Source: an optimization exercise on an open RTL-to-GDS flow (aim: small area, a short achievable clock period and few clock cycles per item). Production flows keep margins and buffers that such runs may drop. For this run, only the layout was checked, not whether the RTL still works. No activity file was given, so power comes from the tool's default toggle rates.

==> design.v <==
package poc_pkg;
  localparam int unsigned TaskW       = 4;
  localparam int unsigned TaskNum     = 1 << TaskW;
  localparam int unsigned FieldSlots  = 10;
  localparam int unsigned FieldW      = TaskW * FieldSlots;
  localparam int unsigned MaskW       = FieldSlots;
  localparam int unsigned MaxSlots    = 16;
  localparam int unsigned SlotsDefault = 10;
  function automatic logic [TaskW-1:0] field_nibble(logic [FieldW-1:0] v, int unsigned k);
    logic [FieldW-1:0] sh;
    sh  = v >> (TaskW * k);
    field_nibble = '0;
    if (k < FieldSlots) begin
      field_nibble = sh[TaskW-1:0];
    end
  endfunction
  function automatic logic mask_bit(logic [MaskW-1:0] m, int unsigned k);
    logic [MaskW-1:0] sh;
    sh  = m >> k;
    mask_bit = 1'b0;
    if (k < MaskW) begin
      mask_bit = sh[0];
    end
  endfunction
  function automatic int unsigned pack_slots(int unsigned n);
    pack_slots = (n < FieldSlots) ? n : FieldSlots;
  endfunction
endpackage
module poc_rank (
  input  logic [9:0]        x_i,
  output logic [10:0][10:0] cnt_o
);
  localparam int unsigned N = 10;
  function automatic logic [N:0] conv(logic [N:0] a, logic [N:0] b);
    conv = '0;
    for (int s = 0; s <= N; s++) begin
      for (int x = 0; x <= s; x++) begin
        conv[s] = conv[s] | (a[x] & b[s-x]);
      end
    end
  endfunction
  function automatic logic [N:0] oh1(logic x);
    oh1 = '0;
    oh1[0] = !x;
    oh1[1] = x;
  endfunction
  logic [N:0] p01, p23, p45, p67, p89, q0, q1, q45_6;
  always_comb begin
    p01   = conv(oh1(x_i[0]), oh1(x_i[1]));
    p23   = conv(oh1(x_i[2]), oh1(x_i[3]));
    p45   = conv(oh1(x_i[4]), oh1(x_i[5]));
    p67   = conv(oh1(x_i[6]), oh1(x_i[7]));
    p89   = conv(oh1(x_i[8]), oh1(x_i[9]));
    q0    = conv(p01, p23);
    q1    = conv(p45, p67);
    q45_6 = conv(p45, oh1(x_i[6]));
    cnt_o[0]  = oh1(1'b0);
    cnt_o[1]  = oh1(x_i[0]);
    cnt_o[2]  = p01;
    cnt_o[3]  = conv(p01, oh1(x_i[2]));
    cnt_o[4]  = q0;
    cnt_o[5]  = conv(q0, oh1(x_i[4]));
    cnt_o[6]  = conv(q0, p45);
    cnt_o[7]  = conv(q0, q45_6);
    cnt_o[8]  = conv(q0, q1);
    cnt_o[9]  = conv(cnt_o[8], oh1(x_i[8]));
    cnt_o[10] = conv(cnt_o[8], p89);
  end
endmodule
module permutation_order_crossover_unit #(
  parameter int unsigned SLOTS = poc_pkg::SlotsDefault
) (
  input  logic                        clk_i,
  input  logic                        rst_ni,
  input  logic                        in_valid_i,
  output logic                        in_stall_o,
  input  logic [poc_pkg::FieldW-1:0]  donor_perm_i,
  input  logic [poc_pkg::FieldW-1:0]  receiver_perm_i,
  input  logic [poc_pkg::MaskW-1:0]   take_mask_i,
  output logic                        out_valid_o,
  input  logic                        out_stall_i,
  output logic [poc_pkg::FieldW-1:0]  child_perm_o,
  output logic                        fill_error_o
);
  localparam int unsigned N  = 10;
  localparam int unsigned TW = poc_pkg::TaskW;
  logic [N-1:0][TW-1:0] c_d;      
  logic [N-1:0][TW-1:0] r;        
  logic [15:0]          present;  
  logic [N-1:0]         dup;
  logic [N-1:0]         cand;
  logic [N-1:0][TW-1:0] rm_d;     
  always_comb begin
    present = '0;
    for (int k = 0; k < N; k++) begin
      c_d[k] = take_mask_i[k] ? donor_perm_i[TW*k +: TW] : '0;
      r[k]   = receiver_perm_i[TW*k +: TW];
      present[c_d[k]] = 1'b1;
    end
    for (int i = 0; i < N; i++) begin
      dup[i] = 1'b0;
      for (int j = 0; j < i; j++) begin
        if (r[j] == r[i]) dup[i] = 1'b1;
      end
      cand[i] = (r[i] != '0) && !present[r[i]] && !dup[i];
      rm_d[i] = cand[i] ? r[i] : '0;
    end
  end
  logic                 valid_q;
  logic                 advance;
  logic [N-1:0][TW-1:0] c_q;
  logic [N-1:0][TW-1:0] rm_q;
  assign advance     = !valid_q || !out_stall_i;
  assign in_stall_o  = !advance;
  assign out_valid_o = valid_q;
  always_ff @(posedge clk_i or negedge rst_ni) begin
    if (!rst_ni) begin
      valid_q <= 1'b0;
    end else if (advance) begin
      valid_q <= in_valid_i;
    end
  end
  always_ff @(posedge clk_i) begin
    if (advance) begin
      c_q  <= c_d;
      rm_q <= rm_d;
    end
  end
  logic [N-1:0]         empty;
  logic [N-1:0]         is_cand;
  logic [N:0][N:0]      crank;    
  logic [N:0][N:0]      erank;    
  logic [N-1:0][TW-1:0] lst;      
  logic [N-1:0][TW-1:0] fill;
  poc_rank u_crank (.x_i(is_cand), .cnt_o(crank));
  poc_rank u_erank (.x_i(empty),   .cnt_o(erank));
  always_comb begin
    for (int k = 0; k < N; k++) begin
      empty[k]   = (c_q[k] == '0);
      is_cand[k] = (rm_q[k] != '0);
    end
    for (int e = 0; e < N; e++) begin
      lst[e] = '0;
      for (int i = e; i < N; i++) begin
        lst[e] = lst[e] | (crank[i][e] ? rm_q[i] : '0);
      end
    end
    fill_error_o = 1'b0;
    for (int k = 0; k < N; k++) begin
      fill[k] = c_q[k];
      for (int e = 0; e <= k; e++) begin
        fill[k] = fill[k] | ((empty[k] && erank[k][e]) ? lst[e] : '0);
      end
      child_perm_o[TW*k +: TW] = fill[k];
    end
    for (int e = 0; e < N; e++) begin
      if (lst[e] == '0 && (erank[N] >> (e+1)) != '0) fill_error_o = 1'b1;
    end
  end
endmodule
==> run.sh <==
#!/bin/bash
# synth_recipe.tcl (not shown) runs the flow's synth.tcl, then flattens the netlist and writes it again
# the make line also repeats each setting of config.mk as NAME=value (left out here)
make -C /OpenROAD-flow-scripts/flow DESIGN_CONFIG=/design/flow/config.mk WORK_HOME=/design/flow/orfs CLKGATE_MAP_FILE= SYNTH_SCRIPT=/design/flow/synth_recipe.tcl finish
==> config.mk <==
export PLATFORM = sky130hd
export DESIGN_NAME = permutation_order_crossover_unit
export DESIGN_NICKNAME = permutation_order_crossover_unit
export VERILOG_FILES = /design/flow/design.v
export SDC_FILE = /design/flow/constraint.sdc
export NUM_CORES = 4
export LEC_CHECK = 0
export CAP_MARGIN = 20
export CORE_MARGIN = 2
export CORE_UTILIZATION = 40
export SETUP_SLACK_MARGIN = 1.5
export SLEW_MARGIN = 20
==> constraint.sdc <==
create_clock -name core_clock -period 6.0 [get_ports {clk_i}]
set_input_delay 1.2000 -clock core_clock [delete_from_list [all_inputs] [get_ports {clk_i}]]
set_output_delay 1.2000 -clock core_clock [all_outputs]
set_load 0.01 [all_outputs]
==> notes.md <==
[layout by cell type, fill, tap and decap left out, drive strengths merged, types with 36 or more instances in the layout]
cell type and n:
a221oi 38, a221o 42, edfxtp 80, nor4 39
inv 98, xnor2 121, nor2 144, o22ai 38
clkdlybuf4s50 60, nand3 104, nor3 36, and2 58
xor2 55, o211ai 42, o21ai 84, ha 59
buf 334, nand4 80, nand2 220, a21oi 89
[layer usage]
layer	vias to the layer above	share of wire, %	global-route usage, %
met5	-	0.015	0
met4	2	5.5	15.9
met3	304	11	5.96
met2	1509	43	59.4
met1	10047	41	52.5
li1	9051	-	-
[cell type report]
class                      count  area (sq um)
fill                        3837         18200
multi-input combinational   1828         14200
timing repair buffer         434          3710
sequential                    81          2430
tap                          525           657
inverter                     101           394
clock buffer                  10           229
clock inverter                 6          42.5
antenna                        3          7.51
[critical path, cell delays in order (launching register included)]
cell and delay [ns]:
sky130_fd_sc_hd__edfxtp_1 0.39, sky130_fd_sc_hd__or4_4 0.61, sky130_fd_sc_hd__ha_4 0.31, sky130_fd_sc_hd__a22o_4 0.27, sky130_fd_sc_hd__buf_4 0.15, sky130_fd_sc_hd__nand2_1 0.05
sky130_fd_sc_hd__o21ai_1 0.10, sky130_fd_sc_hd__a32o_2 0.32, sky130_fd_sc_hd__buf_4 0.16, sky130_fd_sc_hd__a221o_1 0.45, sky130_fd_sc_hd__a221oi_2 0.31, sky130_fd_sc_hd__o221ai_1 0.17
sky130_fd_sc_hd__or3_4 0.35, sky130_fd_sc_hd__buf_6 0.13
[sequential cells by signal, summed over array words and instances, names as in the netlist]
register  cells
rm_q         40
c_q          40
valid_q       1
[timing repair]
action	4_1_cts	5_1_grt
cloned	2	1
setup endpoints to repair	81	76
pin swaps	116	108
resized for setup	402	146
setup buffers	113	65
hold endpoints to repair	0	0
[path summary, 6_finish.rpt]
check	from	end	slack, ns	cells after the start
worst max-delay path	rm_q[0]	child_perm_o[37]	0.68	13
worst min-delay path	valid_q	valid_q	0.64	2
worst max register to register	valid_q	rm_q[5]	4.30	2
worst min register to register	valid_q	valid_q	0.64	2
max in group asynchronous	rst_ni	valid_q	4.90	1
min in group asynchronous	rst_ni	valid_q	1.00	1
[per-stage QoR]
| stage | utilization (%) | total power [uW] | area, sq um |
|---|---|---|---|
| 2_1_floorplan | - | 2280 | 16400 |
| 3_3_place_gp | 46.4 | 3280 | 18500 |
| 3_5_place_dp | 46.4 | 3290 | 18500 |
| 4_1_cts | 51.5 | 4340 | 20500 |
| 5_1_grt | 54.3 | 4870 | 21600 |
| 6_report | 54.3 | 4710 | 21600 |
[power by group]
| part | internal [uW] | switching [uW] |
|---|---|---|
| Clock | 281 | 213 |
| Sequential | 702 | 86.3 |
| Combinational | 1460 | 1970 |
| Total | 2440 | 2270 |
[logic make-up after synthesis]
family / synth area share (%)
xor+xnor: 9.51
compound gates: 32.0
mux: 2.10
fa+ha+maj: 4.56
flops: 15.0
simple gates: 29.2
buf+inv: 7.60
==> summary.txt <==
STA
  • Tightest hold margin: 0.638 ns
  • Number of hold-slack violations in the final timing report: 0
  • Post-route setup TNS: 0 ns
  • Unrepaired setup endpoints after global routing: yes
  • Final worst-path cycle share: 88.7%
  • Relative slew margins: 20.6%
  • Maximum clock frequency: 188 MHz
  • Final critical delay including setup and external delays: 5.32 ns
  • Largest clock skew in the final design: 0.00769 ns
  • Fin worst setup slack: 0.678 ns
  • Worst-Margin Slew: 1.19 ns
  • Count of final setup violators: 0
  • Fin. max-slew vios: 0

Yosys
  • Cell with the most instances after synthesis: sky130_fd_sc_hd__nand2_1
  • Number of synthesized register bits: 81
  • Netlist area before placement: 0.0162 sq mm
  • Post-synth EDFFs: 80
  • Post-synthesis cell type with the largest combined area: sky130_fd_sc_hd__edfxtp_1
  • Synthesis Warnings: 2
  • Synthesized area per cell: 7.33 sq um
  • Leading register cell type out of synthesis: sky130_fd_sc_hd__edfxtp_1
  • Most common library cells after synthesis: sky130_fd_sc_hd__nand2_1 (220), sky130_fd_sc_hd__nor2_1 (144), sky130_fd_sc_hd__clkbuf_1 (139), sky130_fd_sc_hd__xnor2_1 (121), sky130_fd_sc_hd__nand3_1 (104)
  • Number of nets produced by synthesis: 2365
  • Post-synth cell types: 105
  • Synth async-reset ratio: 1.23%
  • Sequential-to-total area share from yosys stat: 15.0%
  • Top cells by area, synth: sky130_fd_sc_hd__edfxtp_1 (15%), sky130_fd_sc_hd__xnor2_1 (6.5%), sky130_fd_sc_hd__nand2_1 (5.1%), sky130_fd_sc_hd__ha_1 (4.6%), sky130_fd_sc_hd__nor2_1 (3.3%)
  • Share of the synthesized area in the top cell type: 14.8%
  • Number of instances in the synthesized netlist: 2212

Critical path
  • Category of the worst setup path capture point: output port
  • Required @ worst endpoint: 4.80 ns
  • Classification of the worst setup path: reg -> out
  • Crit Path Max Fanout: 7
  • Worst Path Arrival: 4.12 ns
  • Worst Setup Start Kind: register

Routing
  • Number of remaining DRC errors: 0
  • WL per Instance: 28.3 um
  • Violation count after the first detailed-route iteration: 3197
  • Vias after detailed routing: 20913
  • DRT antenna net count: 0
  • Drt total wl: 84.4 mm
  • Via count normalized by instance count: 7.00
  • Initial DRT Pass Iterations: 8

Clock tree
  • Number of hold buffers added after cts: 0
  • Total clock sinks: 81
  • Clock slew at the register clock pins of the worst setup and hold paths: 0.06 ns
  • Clock tree root driver cell: sky130_fd_sc_hd__clkbuf_16
  • Maximum root-to-sink buffer count: 2
  • Maximum level of the CTS H-tree: 3
  • Clock tree from TritonCTS: built
  • Clock latency on the worst-skew pair: 0.33 ns
  • CTS Buf Count: 9

Floorplanning
  • Floorplan row count: 73
  • Full die area: 0.0421 sq mm
  • Starting density of the core: 40.7%
  • Die span in x: 205 um
  • I/O pins: 137
  • Area of the core: 0.0398 sq mm
  • Height of the chip: 205 um

Layout
  • Non-filler instance count after layout: 2988
  • Net total in the final layout: 2608
  • Ratio of cells with drive above 1 in the final layout: 26.7%
  • Area added between synthesis and finish: 33.5%

Place
  • Placed Cells: 2788
  • Port Buffer Count: 136
  • DP Worst Slack: 0.221 ns
  • HPWL after detailed placement: 62.2 mm
  • Weighted congestion reported at the end of routability-driven placement: 1.05

Status
  • Result of the run: complete, no violations

GRT
  • Number of global-route vias before repair: 18989
  • First-pass GRT wire length: 122 mm
  • Number of antenna violations at the first check in global routing: 2
  • Global Route Usage Sum: 38.2%
  • Total grt overflow: 0
  • Pin count of the biggest net entering global routing: 74

Min path
  • Class of the worst hold path: reg -> reg

Pwr
  • Leakage power: 0.00832 uW
  • Worst vdd ir: 0.116 mV
  • Power per standard cell area: 218 mW/mm^2

Run
  • Total of max-cap violations: 0

port drivers added, routing unchanged:
The results above use ideal ports. As a check the final layout listed here was re-extracted and re-timed, cells and wires unchanged. Step 1 assumes that a clkbuf_16 drives the clock port and a buf_2 every other input. Step 2 moves the port delays by t, midway between the first and last clock arrival at a register: inputs arrive t later, outputs are due t later. That takes back most of the time a late clock gives input paths. Three values: ideal, step 1, step 2; two values: the first two.
t (ns): 0.375
setup slack, ns: 0.678 / 0.635 / 1.010
worst hold slack (ns): 0.638 / 0.638 / 0.638
pins driven straight from the clock port: 1
After both steps this run still meets setup and hold. The setup slack of this run moves by -0.043 ns with the drivers and by +0.332 ns with both steps.
